Context: an optimization exercise on an open-source flow, tuned for small area, a short achievable clock period and few clock cycles. The choices shown serve that exercise and are no tape-out recipe.
Function was checked by simulation only, so behaviour that the tests miss may differ from the original.

## build 95
==> flow/design.v (excerpt) <==
module armCpu (
	input  logic          clk,
	input  logic          reset,
	input  armPkg::word_t readData,
	output armPkg::word_t memAdr,
	output armPkg::word_t writeData,
	output logic          memWrite
);
Settings: LEC_CHECK=0, CAP_MARGIN=20, CORE_MARGIN=2, CORE_UTILIZATION=40, CTS_BUF_LIST=sky130_fd_sc_hd__clkbuf_4, CTS_CLUSTER_SIZE=20, SLEW_MARGIN=20, SYNTH_HIERARCHICAL=1, TNS_END_PERCENT=5; clock period 15.0 ns.
standard.sh (not shown) runs the stock make flow with config.mk's settings and CLKGATE_MAP_FILE= SYNTH_SCRIPT=/design/flow/synth_recipe.tcl, a recipe that flattens the netlist after the stock synthesis.
==> flow/flow/run.sh <==
#!/bin/bash
# The standard layout, with timing repair aiming for setup slack well above zero
# at the design's clock period (the constraints themselves are unchanged), and
# plain buffers on the ports.
set -euo pipefail
bash standard.sh SETUP_SLACK_MARGIN=10 "BUFFER_PORTS_ARGS=-buffer_cell sky130_fd_sc_hd__buf_4" finish > make_finish.log 2>&1
Per the final summary, build 95 finished and its layout is clean on timing, DRC and antenna.
Testbench counts of build 95, summed over its fixed seeds: cycles 16,171.
> inputs changed (build 95 -> build 8)
# build 95
export LEC_CHECK = 0
export CAP_MARGIN = 20
export CORE_MARGIN = 2
export CORE_UTILIZATION = 40
export CTS_BUF_LIST = sky130_fd_sc_hd__clkbuf_4
export CTS_CLUSTER_SIZE = 20
export SLEW_MARGIN = 20
export SYNTH_HIERARCHICAL = 1
export TNS_END_PERCENT = 5
create_clock -name core_clock -period 15.0 [get_ports {clk}]
# build 8
export LEC_CHECK = 0
export CAP_MARGIN = 20
export CORE_MARGIN = 2
export CORE_UTILIZATION = 60
export CTS_BUF_LIST = sky130_fd_sc_hd__clkbuf_8
export CTS_CLUSTER_SIZE = 20
export SLEW_MARGIN = 20
export SYNTH_HIERARCHICAL = 1
export TNS_END_PERCENT = 5
create_clock -name core_clock -period 15.0 [get_ports {clk}]
Comparing wire length for build 8 and build 95, the bigger number came from build 95. [compare] base=build 95 new=build 8: non-clock buffer count in the final layout saw little to no change; post-route cell area saw a decrease; minimum hold slack saw an increase. For build 8, the capture point of the worst path was opB[26], unlike build 95, where it was memAdr[17].
Input-level comparison between build 45 and build 8:
# build 8
export LEC_CHECK = 0
export CAP_MARGIN = 20
export CORE_MARGIN = 2
export CORE_UTILIZATION = 60
export CTS_BUF_LIST = sky130_fd_sc_hd__clkbuf_8
export CTS_CLUSTER_SIZE = 20
export SLEW_MARGIN = 20
export SYNTH_HIERARCHICAL = 1
export TNS_END_PERCENT = 5
create_clock -name core_clock -period 15.0 [get_ports {clk}]
# build 45
export LEC_CHECK = 0
export CAP_MARGIN = 20
export CORE_MARGIN = 2
export CORE_UTILIZATION = 40
export CTS_BUF_LIST = sky130_fd_sc_hd__clkbuf_8
export CTS_CLUSTER_SIZE = 20
export SLEW_MARGIN = 20
export TNS_END_PERCENT = 5
create_clock -name core_clock -period 15.0 [get_ports {clk}]
### Flow results
- The count of inserted tapcells in build 45 was higher than what build 8 gave.
- In the reports for build 45 and build 8, the larger final setup slack of the worst path belongs to build 8.
- Routed wire length of build 45 exceeds that of build 8 by a few percent.
- Between build 8 and build 45, the register fraction of the total cell area does not differ in any meaningful way.
- Summary of build 45 over build 8: global-route usage went down by 14 points, cell area after layout was more or less identical, count of clock-buffer cells in the layout went up by about 4%.
- When build 45 is measured against build 8, its total number of vias turns out about 3% lower.
- Build 45 ends up with higher sum of met2 wire segment lengths after detailed routing than build 8 does.
## Diff of input files: build 29 against build 45
# build 45
export LEC_CHECK = 0
export CAP_MARGIN = 20
export CORE_MARGIN = 2
export CORE_UTILIZATION = 40
export CTS_BUF_LIST = sky130_fd_sc_hd__clkbuf_8
export CTS_CLUSTER_SIZE = 20
export SLEW_MARGIN = 20
export TNS_END_PERCENT = 5
create_clock -name core_clock -period 15.0 [get_ports {clk}]
# build 29
export LEC_CHECK = 0
export CAP_MARGIN = 20
export CORE_MARGIN = 2
export CORE_UTILIZATION = 40
export CTS_BUF_LIST = sky130_fd_sc_hd__clkbuf_8
export CTS_CLUSTER_SIZE = 20
export SLEW_MARGIN = 20
export SYNTH_HIERARCHICAL = 1
export TNS_END_PERCENT = 5
create_clock -name core_clock -period 15.0 [get_ports {clk}]
-- flow/flow/run.sh --
<<< build 45, line 5
set -euo pipefail
bash standard.sh SETUP_SLACK_MARGIN=10 "BUFFER_PORTS_ARGS=-buffer_cell sky130_fd_sc_hd__buf_4" finish > make_finish.log 2>&1
>>> build 29, line 5
set -euo pipefail
bash standard.sh SETUP_SLACK_MARGIN=11 "BUFFER_PORTS_ARGS=-buffer_cell sky130_fd_sc_hd__buf_4" finish > make_finish.log 2>&1
## What came out
Every run (build 29 and build 45) finished clean.
Build 29 against build 45: antenna diode count lost 4; non-clock buffer count picked up an extra 125; worst path setup slack after routing picked up an extra 170 ps; maximum clock frequency picked up an extra 3.2%; cell area picked up an extra about 6%.
Diff build 45 -> build 29: die area now sits higher, part of the Yosys area used for sequential elements saw a decrease, met3 track utilization from global routing went up by 0.93 points.


## run a
armCpu again, from the RTL that the note above started with.
==> flow/config.mk <==
export PLATFORM = sky130hd
export DESIGN_NAME = armCpu
export DESIGN_NICKNAME = armCpu
export VERILOG_FILES = /design/flow/design.v
export SDC_FILE = /design/flow/constraint.sdc
export NUM_CORES = 4
export LEC_CHECK = 0
export CAP_MARGIN = 20
export CORE_MARGIN = 2
export CORE_UTILIZATION = 40
export CTS_BUF_LIST = sky130_fd_sc_hd__clkbuf_8
export CTS_CLUSTER_SIZE = 20
export SLEW_MARGIN = 20
export SYNTH_HIERARCHICAL = 1
export TNS_END_PERCENT = 5
==> flow/constraint.sdc <==
create_clock -name core_clock -period 15.0 [get_ports {clk}]
set_input_delay 3.0000 -clock core_clock [delete_from_list [all_inputs] [get_ports {clk}]]
set_output_delay 3.0000 -clock core_clock [all_outputs]
set_load 0.01 [all_outputs]
==> flow/flow/run.sh <==
#!/bin/bash
# The standard layout, with timing repair aiming for setup slack well above zero
# at the design's clock period (the constraints themselves are unchanged), and
# plain buffers on the ports.
set -euo pipefail
bash standard.sh SETUP_SLACK_MARGIN=10 "BUFFER_PORTS_ARGS=-buffer_cell sky130_fd_sc_hd__buf_4" finish > make_finish.log 2>&1
Run a finished every stage and its layout cleared the timing, DRC and antenna checks.
Testbench counts of run a, summed over its fixed seeds: cycles 16,171.
#### Input delta (run b over run a)
- CTS_CLUSTER_SIZE removed (was 20)
- CTS_BUF_LIST removed (was sky130_fd_sc_hd__clkbuf_8)
- SYNTH_HIERARCHICAL removed (was 1)
[summary]
When the final numbers for run a and run b were put side by side, the required arrival time at the worst endpoint turned out to be smaller in run b.
Capture point of the critical path: opB[30]$_DFFE_PP_ -> run b, opA[25]$_DFFE_PP_ -> run a
Run b reports a higher final period utilization than run a does.
| share of layout cells above drive strength 1 | lower: run a |
Run b vs. run a: data arrival time of the critical path went up by 30 ps.
Per the comparison of run b with run a, number of nets produced by synthesis went down by about 3.4%; design area went down by 230 sq um.
Total length of routed met3 wires up about 5% in run b wrt run a

[port drivers added, routing unchanged]
Ports are ideal in the flow. The routed layouts listed here were re-timed in OpenROAD.
Step 1: set_driving_cell puts a clkbuf_16 on clk and a buf_2 on each other input, an assumption about the parent block.
Step 2, shift: input delay + t, output delay - t, t = (earliest + latest rising clock arrival at the registers) / 2. This alone moves slack from input paths to output paths.
Three values: no drivers, after step 1, after step 2; two values: the first two.
run | t, ns | slack for setup (ns) | slew at the worst register clock pin (ns)
build 95 | 1.242 | 9.478 / 9.406 / 8.380 | 0.08 / 0.08
build 8 | 0.889 | 9.533 / 9.571 / 8.682 | 0.08 / 0.08
build 45 | 0.943 | 9.456 / 9.482 / 8.539 | 0.07 / 0.07
build 29 | 0.947 | 9.626 / 9.450 / 8.503 | 0.08 / 0.08
run a | 0.903 | 9.731 / 9.618 / 8.714 | 0.07 / 0.07
run b | 0.759 | 9.483 / 9.493 / 8.760 | 0.07 / 0.07
After both steps setup and hold are still met in every run listed. For build 29, which loses most, drivers alone change the setup slack by -0.176 ns; drivers and shift together by -1.123 ns.
